Context: an optimization exercise on an open-source flow, tuned for small area, a short achievable clock period and few clock cycles per item. The choices shown serve that exercise and are no tape-out recipe.
Where RTL was checked, it was by simulation tests only, not by an equivalence proof against the original.
The clock port is modelled as an ideal driver, which makes a skipped or thinned clock tree look cheaper than it is; a real chip needs a root buffer or a tree.
Power and IR drop assume default switching activity.

==> flow/design.v <==
`timescale 1ns/10ps
`default_nettype none
module wr_req_merge_top (
  input  wire                                        clk,
  input  wire                                        rst_n,
  input  wire [5-1:0]                    req_en,
  input  wire [5*32-1:0] req_data,
  output logic [5-1:0]                   req_avail_in,
  input  wire                                        avail_out,
  output logic                                       out_en,
  output logic [32-1:0]              out_data
);
  localparam int P = 5;
  localparam int DW = 32;
  localparam int BL = 4;
  logic [DW-1:0] slot [0:P*BL-1];
  logic [P*3-1:0] cnt;        
  logic [P*2-1:0] wp;         
  logic [P*BL-1:0] le;        
  logic [P-1:0] we;
  logic [P-1:0] full;
  logic av_r;
  logic active;               
  logic [P-1:0] cur;          
  logic [BL-1:0] widx;        
  logic [P*BL-1:0] sel;       
  logic [P-1:0] nxt;          
  logic nv;
  logic [P-1:0] rr;           
  logic [P-1:0] cand;
  logic [P-1:0] pick;
  logic any;
  logic [P-1:0] almost;       
  logic [P-1:0] cand_idle;
  logic [P-1:0] pick_idle;
  logic send;
  logic last;
  logic load;
  assign cand = full & ~(cur & {P{active}}) & ~(nxt & {P{nv}});
  assign any = |cand;
  assign cand_idle = full | (almost & req_en);
  always_comb begin
    pick_idle = '0;
    for (int i = P - 1; i >= 0; i--) begin
      if (cand_idle[i]) begin
        pick_idle = '0;
        pick_idle[i] = 1'b1;
      end
    end
  end
  always_comb begin
    logic found;
    pick = '0;
    found = 1'b0;
    for (int k = 0; k < P; k++) begin
      for (int i = 0; i < P; i++) begin
        if (rr[k] && !found && cand[(k + i) % P]) begin
          pick[(k + i) % P] = 1'b1;
          found = 1'b1;
        end
      end
    end
  end
  assign send = av_r && active;
  assign last = send && widx[BL-1];
  assign load = last || !active;
  for (genvar i = 0; i < P; i++) begin : gen_sel
    assign sel[BL*i +: BL] = widx & {BL{cur[i]}};
  end
  always_ff @(posedge clk or negedge rst_n) begin
    if (!rst_n) begin
      av_r <= 1'b0;
      active <= 1'b0;
      cur <= '0;
      widx <= BL'(1);
      nxt <= '0;
      nv <= 1'b0;
      rr <= P'(1);
      out_en <= 1'b0;
    end else begin
      av_r <= avail_out;
      out_en <= send;
      if (!active) begin
        cur <= pick_idle;
        active <= |cand_idle;
        widx <= BL'(1);
      end else if (last) begin
        cur <= nv ? nxt : pick;
        active <= nv || any;
        widx <= BL'(1);
      end else if (send) begin
        widx <= {widx[BL-2:0], widx[BL-1]};
      end
      if (!load && !nv) begin
        nxt <= pick;
        nv <= any;
      end else if (load) begin
        nv <= 1'b0;
      end
      if (active && !nv && any) begin
        rr <= {pick[P-2:0], pick[P-1]};
      end
    end
  end
  for (genvar i = 0; i < P; i++) begin : gen_client
    logic [1:0] wpi;
    logic [1:0] wpx;
    logic [2:0] ci;
    logic rdi;
    logic fulln;
    assign wpi = wp[2*i +: 2];
    assign ci = cnt[3*i +: 3];
    assign we[i] = req_en[i];
    assign rdi = send && cur[i];
    assign wpx = wpi + {1'b0, we[i]};
    assign fulln = !rdi && (we[i] ? (ci == 3'd3) : ci[2]);
    assign full[i] = ci[2];
    assign almost[i] = (ci == 3'd3);
    for (genvar j = 0; j < BL; j++) begin : gen_le
      assign le[BL*i+j] = (wpi == 2'(j)) && !ci[2];
    end
    for (genvar j = 0; j < BL; j++) begin : gen_slot
      always_ff @(posedge clk) begin
        if (le[BL*i+j]) begin
          slot[BL*i+j] <= req_data[DW*i +: DW];
        end
      end
    end
    always_ff @(posedge clk or negedge rst_n) begin
      if (!rst_n) begin
        cnt[3*i +: 3] <= '0;
        wp[2*i +: 2] <= '0;
        req_avail_in[i] <= 1'b0;
      end else begin
        if (we[i] && !rdi) begin
          cnt[3*i +: 3] <= ci + 3'd1;
        end else if (rdi && !we[i]) begin
          cnt[3*i +: 3] <= ci - 3'd1;
        end
        wp[2*i +: 2] <= wpx;
        req_avail_in[i] <= !fulln;
      end
    end
  end
  always_ff @(posedge clk) begin
    logic [DW-1:0] d;
    d = '0;
    for (int k = 0; k < P*BL; k++) begin
      d = d | (slot[k] & {DW{sel[k]}});
    end
    out_data <= d;
  end
endmodule
`default_nettype wire
==> flow/config.mk <==
export PLATFORM = sky130hd
export DESIGN_NAME = wr_req_merge_top
export DESIGN_NICKNAME = wr_req_merge_top
export VERILOG_FILES = /design/flow/design.v
export SDC_FILE = /design/flow/constraint.sdc
export NUM_CORES = 4
export LEC_CHECK = 0
export CAP_MARGIN = 20
export CORE_MARGIN = 2
export CORE_UTILIZATION = 70
export SETUP_SLACK_MARGIN = 3.5
export SLEW_MARGIN = 20
==> flow/constraint.sdc <==
create_clock -name core_clock -period 5.5 [get_ports {clk}]
set_input_delay 1.1000 -clock core_clock [delete_from_list [all_inputs] [get_ports {clk}]]
set_output_delay 1.1000 -clock core_clock [all_outputs]
set_load 0.01 [all_outputs]
standard.sh (not shown) runs the stock make flow with config.mk's settings and CLKGATE_MAP_FILE= SYNTH_SCRIPT=/design/flow/synth_recipe.tcl, a recipe that flattens the netlist after the stock synthesis.
==> flow/flow/run.sh <==
#!/bin/bash
set -euo pipefail
here=$(cd "$(dirname "${BASH_SOURCE[0]}")" && pwd)
export CTS_ARGS="-sink_clustering_enable -repair_clock_nets -dont_use_dummy_load -sink_clustering_size 30 -sink_clustering_max_diameter 60 -buf_list sky130_fd_sc_hd__clkbuf_16"
export POST_CTS_TCL="$here/collapse_root.tcl"
export BUFFER_PORTS_ARGS="-buffer_cell sky130_fd_sc_hd__buf_2"
bash standard.sh > standard_flow.log 2>&1
==> flow/flow/collapse_root.tcl <==
set block [ord::get_db_block]
set clk_net [[$block findBTerm clk] getNet]
set loads {}
foreach it [$clk_net getITerms] {
  if {[[$it getMTerm] getIoType] eq "INPUT"} { lappend loads $it }
}
if {[llength $loads] == 1} {
  set root [[lindex $loads 0] getInst]
  set root_net ""
  foreach it [$root getITerms] {
    if {[[$it getMTerm] getIoType] eq "OUTPUT"} { set root_net [$it getNet] }
  }
  set outs {}
  foreach it [$root_net getITerms] {
    if {[[$it getMTerm] getIoType] eq "INPUT"} { lappend outs $it }
  }
  if {[string match *clkbuf* [[$root getMaster] getName]] && [llength $outs] <= 4} {
    puts "collapse_root: [$root getName] drove [llength $outs] cells; the clock port drives them now"
    foreach it $outs {
      $it disconnect
      $it connect $clk_net
    }
    odb::dbInst_destroy $root
    odb::dbNet_destroy $root_net
  } else {
    puts "collapse_root: root [$root getName] drives [llength $outs] cells; tree kept"
  }
}
The first run finished with timing, DRC and antenna clean.
Testbench counts at the start, summed over its fixed seeds: cycles 11,814, items 9,752.
Change:
--- a/flow/design.v
+++ b/flow/design.v
@@ -13,10 +13,10 @@
   localparam int P = 5;
   localparam int DW = 32;
   localparam int BL = 4;
   logic [DW-1:0] slot [0:P*BL-1];
-  logic [P*3-1:0] cnt;        
-  logic [P*2-1:0] wp;         
+  logic [P*(BL+1)-1:0] cnt;   
+  logic [P*BL-1:0] wp;        
   logic [P*BL-1:0] le;        
   logic [P-1:0] we;
   logic [P-1:0] full;
   logic av_r;
@@ -29,26 +29,13 @@
   logic [P-1:0] rr;           
   logic [P-1:0] cand;
   logic [P-1:0] pick;
   logic any;
-  logic [P-1:0] almost;       
-  logic [P-1:0] cand_idle;
-  logic [P-1:0] pick_idle;
   logic send;
   logic last;
   logic load;
   assign cand = full & ~(cur & {P{active}}) & ~(nxt & {P{nv}});
   assign any = |cand;
-  assign cand_idle = full | (almost & req_en);
-  always_comb begin
-    pick_idle = '0;
-    for (int i = P - 1; i >= 0; i--) begin
-      if (cand_idle[i]) begin
-        pick_idle = '0;
-        pick_idle[i] = 1'b1;
-      end
-    end
-  end
   always_comb begin
     logic found;
     pick = '0;
     found = 1'b0;
@@ -79,13 +66,9 @@
       out_en <= 1'b0;
     end else begin
       av_r <= avail_out;
       out_en <= send;
-      if (!active) begin
-        cur <= pick_idle;
-        active <= |cand_idle;
-        widx <= BL'(1);
-      end else if (last) begin
+      if (load) begin
         cur <= nv ? nxt : pick;
         active <= nv || any;
         widx <= BL'(1);
       end else if (send) begin
@@ -96,30 +79,26 @@
         nv <= any;
       end else if (load) begin
         nv <= 1'b0;
       end
-      if (active && !nv && any) begin
+      if (!nv && any) begin
         rr <= {pick[P-2:0], pick[P-1]};
       end
     end
   end
   for (genvar i = 0; i < P; i++) begin : gen_client
-    logic [1:0] wpi;
-    logic [1:0] wpx;
-    logic [2:0] ci;
+    logic [BL-1:0] wpi;
+    logic [BL-1:0] wpx;
+    logic [BL:0] ci;
     logic rdi;
     logic fulln;
-    assign wpi = wp[2*i +: 2];
-    assign ci = cnt[3*i +: 3];
+    assign wpi = wp[BL*i +: BL];
+    assign ci = cnt[(BL+1)*i +: BL+1];
     assign we[i] = req_en[i];
     assign rdi = send && cur[i];
-    assign wpx = wpi + {1'b0, we[i]};
-    assign fulln = !rdi && (we[i] ? (ci == 3'd3) : ci[2]);
-    assign full[i] = ci[2];
-    assign almost[i] = (ci == 3'd3);
-    for (genvar j = 0; j < BL; j++) begin : gen_le
-      assign le[BL*i+j] = (wpi == 2'(j)) && !ci[2];
-    end
+    assign wpx = we[i] ? {wpi[BL-2:0], wpi[BL-1]} : wpi;
+    assign fulln = !rdi && (we[i] ? ci[BL-1] : ci[BL]);
+    assign full[i] = ci[BL];
     for (genvar j = 0; j < BL; j++) begin : gen_slot
       always_ff @(posedge clk) begin
         if (le[BL*i+j]) begin
           slot[BL*i+j] <= req_data[DW*i +: DW];
@@ -127,18 +106,20 @@
       end
     end
     always_ff @(posedge clk or negedge rst_n) begin
       if (!rst_n) begin
-        cnt[3*i +: 3] <= '0;
-        wp[2*i +: 2] <= '0;
+        cnt[(BL+1)*i +: BL+1] <= (BL+1)'(1);
+        le[BL*i +: BL] <= '0;
+        wp[BL*i +: BL] <= BL'(1);
         req_avail_in[i] <= 1'b0;
       end else begin
         if (we[i] && !rdi) begin
-          cnt[3*i +: 3] <= ci + 3'd1;
+          cnt[(BL+1)*i +: BL+1] <= {ci[BL-1:0], 1'b0};
         end else if (rdi && !we[i]) begin
-          cnt[3*i +: 3] <= ci - 3'd1;
+          cnt[(BL+1)*i +: BL+1] <= {1'b0, ci[BL:1]};
         end
-        wp[2*i +: 2] <= wpx;
+        le[BL*i +: BL] <= wpx & {BL{!fulln}};
+        wp[BL*i +: BL] <= wpx;
         req_avail_in[i] <= !fulln;
       end
     end
   end
=> The new run passed the timing, design-rule and antenna checks. Clock power rises by a few percent. Cell area grows by a few percent. Combinational power fell by well over a third. Worst hold slack is worse by 0.012 ns. Clock skew grows by 0.013 ns. Via count rose slightly.
Testbench counts after the change, summed over its fixed seeds: cycles 11,916, items 9,752.

Starts from the design.v that is shown in full above.
clock: 5.5 ns
lec_check: 0
cap_margin: 20
core_margin: 2
core_utilization: 70
setup_slack_margin: 3.55
slew_margin: 20
==> flow/flow/run.sh <==
#!/bin/bash
# The standard layout (standard.sh, unchanged synthesis), with three
# changes to how the layout is made:
# - ports are buffered with buf_1 cells (repair sizes them up where timing
#   needs it) instead of the larger default buffer;
# - outbuf_pull.tcl, run before detailed placement, puts each output
#   port's buffer next to the register that drives it;
# - the flow settings in config.mk.
# Each ORFS step writes its full log under orfs/logs; make's own output goes
# to standard_flow.log here.
set -euo pipefail
here=$(cd "$(dirname "${BASH_SOURCE[0]}")" && pwd)
export CTS_ARGS="-sink_clustering_enable -repair_clock_nets -dont_use_dummy_load -sink_clustering_size 30 -sink_clustering_max_diameter 60 -buf_list sky130_fd_sc_hd__clkbuf_16"
export POST_CTS_TCL="$here/collapse_root.tcl"
export BUFFER_PORTS_ARGS="-buffer_cell sky130_fd_sc_hd__buf_1"
export PRE_DETAIL_PLACE_TCL="$here/outbuf_pull.tcl"
bash standard.sh > standard_flow.log 2>&1
==> flow/flow/outbuf_pull.tcl <==
# Before detailed placement: move each output port's buffer next to the
# register that drives it, so that the strong port buffer, not the register,
# drives the wire to the pin. Detailed placement then makes the placement
# legal.
set block [ord::get_db_block]
set moved 0
foreach bt [$block getBTerms] {
  if {[$bt getIoType] ne "OUTPUT"} continue
  set buf ""
  foreach it [[$bt getNet] getITerms] {
    if {[[$it getMTerm] getIoType] eq "OUTPUT"} { set buf [$it getInst] }
  }
  if {$buf eq ""} continue
  set n2 ""
  foreach it [$buf getITerms] {
    if {[[$it getMTerm] getIoType] eq "INPUT" && [[$it getMTerm] getSigType] eq "SIGNAL"} { set n2 [$it getNet] }
  }
  if {$n2 eq ""} continue
  set ff ""
  set loads 0
  foreach it [$n2 getITerms] {
    if {[[$it getMTerm] getIoType] eq "OUTPUT"} { set ff [$it getInst] } else { incr loads }
  }
  if {$ff eq "" || $loads != 1 || ![[$ff getMaster] isSequential]} continue
  set loc [$ff getLocation]
  $buf setLocation [expr {[lindex $loc 0] + [[$ff getMaster] getWidth]}] [lindex $loc 1]
  incr moved
}
puts "outbuf_pull: moved $moved output buffers next to their registers"
Scripts as last shown in full above: flow/flow/collapse_root.tcl
The first run produced a clean layout.
Testbench counts at the start, summed over its fixed seeds: cycles 11,814, items 9,752.
Rerun with:
--- a/flow/design.v
+++ b/flow/design.v
@@ -23,10 +23,8 @@
   logic active;               
   logic [P-1:0] cur;          
   logic [BL-1:0] widx;        
   logic [P*BL-1:0] sel;       
-  logic [P-1:0] nxt;          
-  logic nv;
   logic [P-1:0] rr;           
   logic [P-1:0] cand;
   logic [P-1:0] pick;
   logic any;
@@ -34,10 +32,9 @@
   logic [P-1:0] cand_idle;
   logic [P-1:0] pick_idle;
   logic send;
   logic last;
-  logic load;
-  assign cand = full & ~(cur & {P{active}}) & ~(nxt & {P{nv}});
+  assign cand = full & ~cur;
   assign any = |cand;
   assign cand_idle = full | (almost & req_en);
   always_comb begin
     pick_idle = '0;
@@ -62,9 +59,8 @@
     end
   end
   assign send = av_r && active;
   assign last = send && widx[BL-1];
-  assign load = last || !active;
   for (genvar i = 0; i < P; i++) begin : gen_sel
     assign sel[BL*i +: BL] = widx & {BL{cur[i]}};
   end
   always_ff @(posedge clk or negedge rst_n) begin
@@ -72,10 +68,8 @@
       av_r <= 1'b0;
       active <= 1'b0;
       cur <= '0;
       widx <= BL'(1);
-      nxt <= '0;
-      nv <= 1'b0;
       rr <= P'(1);
       out_en <= 1'b0;
     end else begin
       av_r <= avail_out;
@@ -84,21 +78,15 @@
         cur <= pick_idle;
         active <= |cand_idle;
         widx <= BL'(1);
       end else if (last) begin
-        cur <= nv ? nxt : pick;
-        active <= nv || any;
+        cur <= pick;
+        active <= any;
         widx <= BL'(1);
       end else if (send) begin
         widx <= {widx[BL-2:0], widx[BL-1]};
       end
-      if (!load && !nv) begin
-        nxt <= pick;
-        nv <= any;
-      end else if (load) begin
-        nv <= 1'b0;
-      end
-      if (active && !nv && any) begin
+      if (last && any) begin
         rr <= {pick[P-2:0], pick[P-1]};
       end
     end
   end
The changed run finished clean.
Total power went up by 0.96%.
Global-route usage came out higher by 0.62 points.
Final cell count shrinks by 2.5%.
Sequential power went down by about 0.7%.
First-iteration DRC count climbs by 6.7%.
Via count climbs by 0.98%.
Synthesized cell count drops by 3.4%.
Worst hold slack improves by 0.013 ns.
Area after synthesis went down by 1.7%.
Design area hardly moves.
Sequential cell count shrinks by 6.
For the second run of this note, only the layout was checked, not whether the RTL still works.

RTL: the design.v shown in full above, as it stands there.
Settings: LEC_CHECK=0, CAP_MARGIN=20, CORE_MARGIN=2, CORE_UTILIZATION=70, SETUP_SLACK_MARGIN=3.5, SLEW_MARGIN=20; clock period 5.5 ns.
==> flow/flow/run.sh <==
#!/bin/bash
set -euo pipefail
here=$(cd "$(dirname "${BASH_SOURCE[0]}")" && pwd)
export CTS_ARGS="-sink_clustering_enable -repair_clock_nets -dont_use_dummy_load -sink_clustering_size 30 -sink_clustering_max_diameter 60 -buf_list sky130_fd_sc_hd__clkbuf_16"
export POST_CTS_TCL="$here/collapse_root.tcl"
export BUFFER_PORTS_ARGS="-buffer_cell sky130_fd_sc_hd__buf_1"
bash standard.sh > standard_flow.log 2>&1
Scripts as last shown in full above: flow/flow/collapse_root.tcl
Testbench counts at the start, summed over its fixed seeds: cycles 11,814, items 9,752.
Then changed:
--- a/flow/design.v
+++ b/flow/design.v
@@ -15,5 +15,5 @@
   localparam int BL = 4;
   logic [DW-1:0] slot [0:P*BL-1];
-  logic [P*3-1:0] cnt;        
+  logic [P*(BL+1)-1:0] cnt;   
   logic [P*2-1:0] wp;         
   logic [P*BL-1:0] le;        
@@ -31,7 +31,4 @@
   logic [P-1:0] pick;
   logic any;
-  logic [P-1:0] almost;       
-  logic [P-1:0] cand_idle;
-  logic [P-1:0] pick_idle;
   logic send;
   logic last;
@@ -39,14 +36,4 @@
   assign cand = full & ~(cur & {P{active}}) & ~(nxt & {P{nv}});
   assign any = |cand;
-  assign cand_idle = full | (almost & req_en);
-  always_comb begin
-    pick_idle = '0;
-    for (int i = P - 1; i >= 0; i--) begin
-      if (cand_idle[i]) begin
-        pick_idle = '0;
-        pick_idle[i] = 1'b1;
-      end
-    end
-  end
   always_comb begin
     logic found;
@@ -81,9 +68,5 @@
       av_r <= avail_out;
       out_en <= send;
-      if (!active) begin
-        cur <= pick_idle;
-        active <= |cand_idle;
-        widx <= BL'(1);
-      end else if (last) begin
+      if (load) begin
         cur <= nv ? nxt : pick;
         active <= nv || any;
@@ -98,5 +81,5 @@
         nv <= 1'b0;
       end
-      if (active && !nv && any) begin
+      if (!nv && any) begin
         rr <= {pick[P-2:0], pick[P-1]};
       end
@@ -106,17 +89,16 @@
     logic [1:0] wpi;
     logic [1:0] wpx;
-    logic [2:0] ci;
+    logic [BL:0] ci;
     logic rdi;
     logic fulln;
     assign wpi = wp[2*i +: 2];
-    assign ci = cnt[3*i +: 3];
+    assign ci = cnt[(BL+1)*i +: BL+1];
     assign we[i] = req_en[i];
     assign rdi = send && cur[i];
     assign wpx = wpi + {1'b0, we[i]};
-    assign fulln = !rdi && (we[i] ? (ci == 3'd3) : ci[2]);
-    assign full[i] = ci[2];
-    assign almost[i] = (ci == 3'd3);
+    assign fulln = !rdi && (we[i] ? ci[BL-1] : ci[BL]);
+    assign full[i] = ci[BL];
     for (genvar j = 0; j < BL; j++) begin : gen_le
-      assign le[BL*i+j] = (wpi == 2'(j)) && !ci[2];
+      assign le[BL*i+j] = (wpi == 2'(j)) && !ci[BL];
     end
     for (genvar j = 0; j < BL; j++) begin : gen_slot
@@ -129,12 +111,12 @@
     always_ff @(posedge clk or negedge rst_n) begin
       if (!rst_n) begin
-        cnt[3*i +: 3] <= '0;
+        cnt[(BL+1)*i +: BL+1] <= (BL+1)'(1);
         wp[2*i +: 2] <= '0;
         req_avail_in[i] <= 1'b0;
       end else begin
         if (we[i] && !rdi) begin
-          cnt[3*i +: 3] <= ci + 3'd1;
+          cnt[(BL+1)*i +: BL+1] <= {ci[BL-1:0], 1'b0};
         end else if (rdi && !we[i]) begin
-          cnt[3*i +: 3] <= ci - 3'd1;
+          cnt[(BL+1)*i +: BL+1] <= {1'b0, ci[BL:1]};
         end
         wp[2*i +: 2] <= wpx;
Outcome: The new run ran to the end with no violations. Setup slack degrades by 0.019 ns. Area after synthesis went up slightly. Synthesized cell count rises by a few percent. Sequential share of layout area came out higher by 0.53 points. Hold slack gets better by 0.022 ns. Non-clock buffer count drops by 1. Fmax falls slightly. Utilization stays flat.
Function not checked in the second run of this note: the RTL went through the layout flow alone.

afterwards: timing with drivers on the ports:
No port has a modelled driver above. Below, the same layouts with a new extraction and two added sets of constraints. Step 1, drivers: a clkbuf_16 drives clk and a buf_2 each remaining input, both assumed. Step 2 also shifts input and output timing later by t, the mid clock arrival at the registers, as if the neighbouring blocks saw the same clock. Slacks: ideal ports / drivers / drivers and shift; pairs: ideal ports / drivers.
run	t, ns	setup slack, ns	hold WS [ns]	clock arrival spread, ns	worst data-port slew with drivers (ns)
the first run of note 1	0.498	3.485 / 3.364 / 3.173	0.477 / 0.477 / 0.477	0.059 / 0.059	0.10
the second run of note 1	0.490	3.496 / 3.379 / 3.184	0.465 / 0.465 / 0.465	0.071 / 0.071	0.10
the first run of note 2	0.493	3.524 / 3.401 / 3.157	0.459 / 0.459 / 0.459	0.057 / 0.057	0.12
the second run of note 2	0.475	3.512 / 3.437 / 3.199	0.472 / 0.472 / 0.472	0.053 / 0.053	0.11
the first run of note 3	0.494	3.516 / 3.393 / 3.148	0.459 / 0.459 / 0.459	0.078 / 0.077	0.11
the second run of note 3	0.499	3.497 / 3.375 / 3.467	0.481 / 0.481 / 0.481	0.051 / 0.050	0.10
After both steps setup and hold are still met in every run listed. The setup slack of the first run of note 3, which loses most, moves by -0.123 ns with the drivers and by -0.368 ns with both steps.
